What follows belongs to an exercise in optimizing a design on an open flow for small area, a short achievable clock period and few clock cycles; a production flow would make more cautious choices. Only simulation tests tie the RTL to the original design; equivalence was not proved. Power figures rest on the tool's default switching activity, not on a simulated workload.

== run D ==
// matrix_saddle_point_count
module matrix_saddle_point_count #(
  parameter int MAX_ROWS = 16,
  parameter int MAX_COLS = 16
) (
  input  logic                              clk_i,
  input  logic                              rst_ni,
  input  logic                              elem_valid_i,
  output logic                              elem_ready_o,
  input  logic signed [msp_pkg::DATA_W-1:0] elem_value_i,
  output logic                              count_valid_o,
  input  logic                              count_ready_i,
  output logic [msp_pkg::COUNT_W-1:0]       count_o,
  input  logic                              cfg_we_i,
  input  logic [msp_pkg::CFG_IDX_W-1:0]     cfg_idx_i,
  input  logic [msp_pkg::CFG_W-1:0]         cfg_data_i
);
  localparam int DW = msp_pkg::DATA_W;
  typedef logic signed [DW-1:0] data_t;
  logic [3:0] rows_m1, cols_m1;    
  logic [3:0] ring_m1_q;           
  logic [3:0] ring_m1_d;
  function automatic logic [3:0] eff_m1(input logic [4:0] v);
    logic [4:0] t;
    t = v - 5'd1;
    if (v == 5'd0)       eff_m1 = 4'd0;
    else if (v > 5'd16)  eff_m1 = 4'd15;
    else                 eff_m1 = t[3:0];
  endfunction
  assign ring_m1_d = (cols_m1 == 4'd0) ? 4'd1 : cols_m1;
  function automatic logic [3:0] inc_ring(input logic [3:0] v, input logic [3:0] m1);
    inc_ring = (v == m1) ? 4'd0 : v + 4'd1;
  endfunction
  logic       ready_q;
  logic       ld_first_q;       
  ...
Size in the first run: ~2600 cells after synthesis.
Settings: LEC_CHECK=0, ABC_AREA=1, CAP_MARGIN=20, CORE_MARGIN=2, CORE_UTILIZATION=65, CTS_BUF_LIST=sky130_fd_sc_hd__clkbuf_4 sky130_fd_sc_hd__clkbuf_8, CTS_CLUSTER_DIAMETER=50, CTS_CLUSTER_SIZE=16, PLACE_DENSITY=0.75, SLEW_MARGIN=20, SYNTH_MEMORY_MAX_BITS=16384; clock period 8.0 ns.
standard.sh (not shown) runs the stock make flow with config.mk's settings and CLKGATE_MAP_FILE= SYNTH_SCRIPT=/design/flow/synth_recipe.tcl, a recipe that flattens the netlist after the stock synthesis.
==> flow/flow/run.sh <==
#!/bin/bash
# Standard layout (bash standard.sh), with two settings passed to ORFS's make:
#  - SETUP_SLACK_MARGIN: timing repair aims for this much setup slack at the design's
#    clock period, i.e. for a shorter period than the design's;
#  - BUFFER_PORTS_ARGS: every input and output port still gets its buffer, as a buf_1
#    (the repair steps may resize it) instead of the default delay-cell buffer.
set -euo pipefail
bash standard.sh SETUP_SLACK_MARGIN=5.3 "BUFFER_PORTS_ARGS=-buffer_cell sky130_fd_sc_hd__buf_1" finish > standard_flow.log 2>&1
Run D: full flow OK, the timing, DRC and antenna checks passed
Testbench counts of run D, summed over its fixed seeds: cycles 13,850.
Setup changes, run D to run P
--- a/flow/design.v
+++ b/flow/design.v
@@ -217,18 +217,19 @@
       rmax_ok_q  <= rmax_ok_d;
       rmin_ok_q  <= rmin_ok_d;
       c1_ok_q    <= c1_ok_d;
       c2_ok_q    <= c2_ok_d;
       if (x_lastcol) begin
         if (rmax_ok_d) c1_idx_q <= rmax_idx_d;
         if (rmin_ok_d) c2_idx_q <= rmin_idx_d;
       end
     end
+    if (done) count_q <= {c1_ok_d & c2_ok_d, c1_ok_d ^ c2_ok_d};
   end
   logic [3:0] rows_m1_d, cols_m1_d;
   logic       ld_first_d, ld_lastcol_d, ld_lastrow_d;
   logic [3:0] ld_col_d, ld_row_d, ring_col_d;
   logic       count_valid_d, ready_d;
   logic       done;
   assign done = x_v_q & x_last_q;
   logic       cv_next;
   logic       ready_cfg, ready_acc, ready_hold;
@@ -299,19 +300,18 @@
       ld_row_q      <= 4'd0;
       ld_lastcol_q  <= 1'b0;
       ld_lastrow_q  <= 1'b0;
       ring_col_q    <= 4'd0;
       ready_q       <= 1'b0;
       x_v_q         <= 1'b0;
       x_row0_q      <= 1'b0;
       x_last_q      <= 1'b0;
       count_valid_q <= 1'b0;
-      count_q       <= 2'd0;
     end else begin
       rows_m1       <= rows_m1_d;
       cols_m1       <= cols_m1_d;
       ring_m1_q     <= ring_m1_d;
       use7_q        <= use7;
       use4_q        <= use4;
       use2_q        <= use2;
       use1_q        <= use1;
       ld_first_q    <= ld_first_d;
@@ -319,16 +319,15 @@
       ld_row_q      <= ld_row_d;
       ld_lastcol_q  <= ld_lastcol_d;
       ld_lastrow_q  <= ld_lastrow_d;
       ring_col_q    <= ring_col_d;
       ready_q       <= ready_d;
       x_v_q         <= acc;
       x_row0_q      <= (ld_row_q == 4'd0);
       x_last_q      <= ld_lastcol_q & ld_lastrow_q;
       count_valid_q <= count_valid_d;
-      if (done) count_q <= {c1_ok_d & c2_ok_d, c1_ok_d ^ c2_ok_d};
     end
   end
   assign elem_ready_o  = ready_q;
   assign count_valid_o = count_valid_q;
   assign count_o       = {{(msp_pkg::COUNT_W-2){1'b0}}, count_q};
 endmodule
### Flow results
- Although run P finished all stages, its layout failed final checks on capacitance limit, slew limit.
- The final layout from run D, which completed every stage, passed the timing, DRC and antenna checks at the end of the flow.
- Relative to run D, the sequential power measured on run P has decreased slightly.
- Re area of combinational cells with multiple inputs: run D and run P aren't equal, and the higher value belongs to run D.
- The number of buffers inserted to repair setup after CTS number comes out higher for run D vs run P.
- Run D -> run P: final wirelength increased slightly
- Delta (run P minus run D): design area lower, non-clock buffer count lower, clock-buffer cell count higher.
- [run P vs run D] final-report max-slew violation count: higher in run P
Testbench counts of run P, summed over its fixed seeds: cycles 13,850.

[static timing again, ports no longer ideal]
How much do the figures lean on ideal ports? The routed layouts below were timed once more, with nothing changed but the port constraints. Step 1 sets driving cells, clkbuf_16 on the clock port and buf_2 on the other inputs (assumed; they add their load-dependent delay and slew). Step 2 times the ports against the registers' clock, not the clock port: input delays grow and output delays shrink by t, the midpoint of the rising clock arrivals with the driver on. a / b / c = no drivers / after step 1 / after step 2; a / b = the first two.
| run | t, ns | setup slack, ns | clock arrival spread, ns |
|---|---|---|---|
| run D | 0.728 | 5.158 / 5.107 / 5.074 | 0.043 / 0.044 |
| run P | 0.739 | 5.101 / 5.048 / 4.988 | 0.042 / 0.042 |
For run P, which loses most, drivers alone change the setup slack by -0.053 ns; drivers and shift together by -0.113 ns.
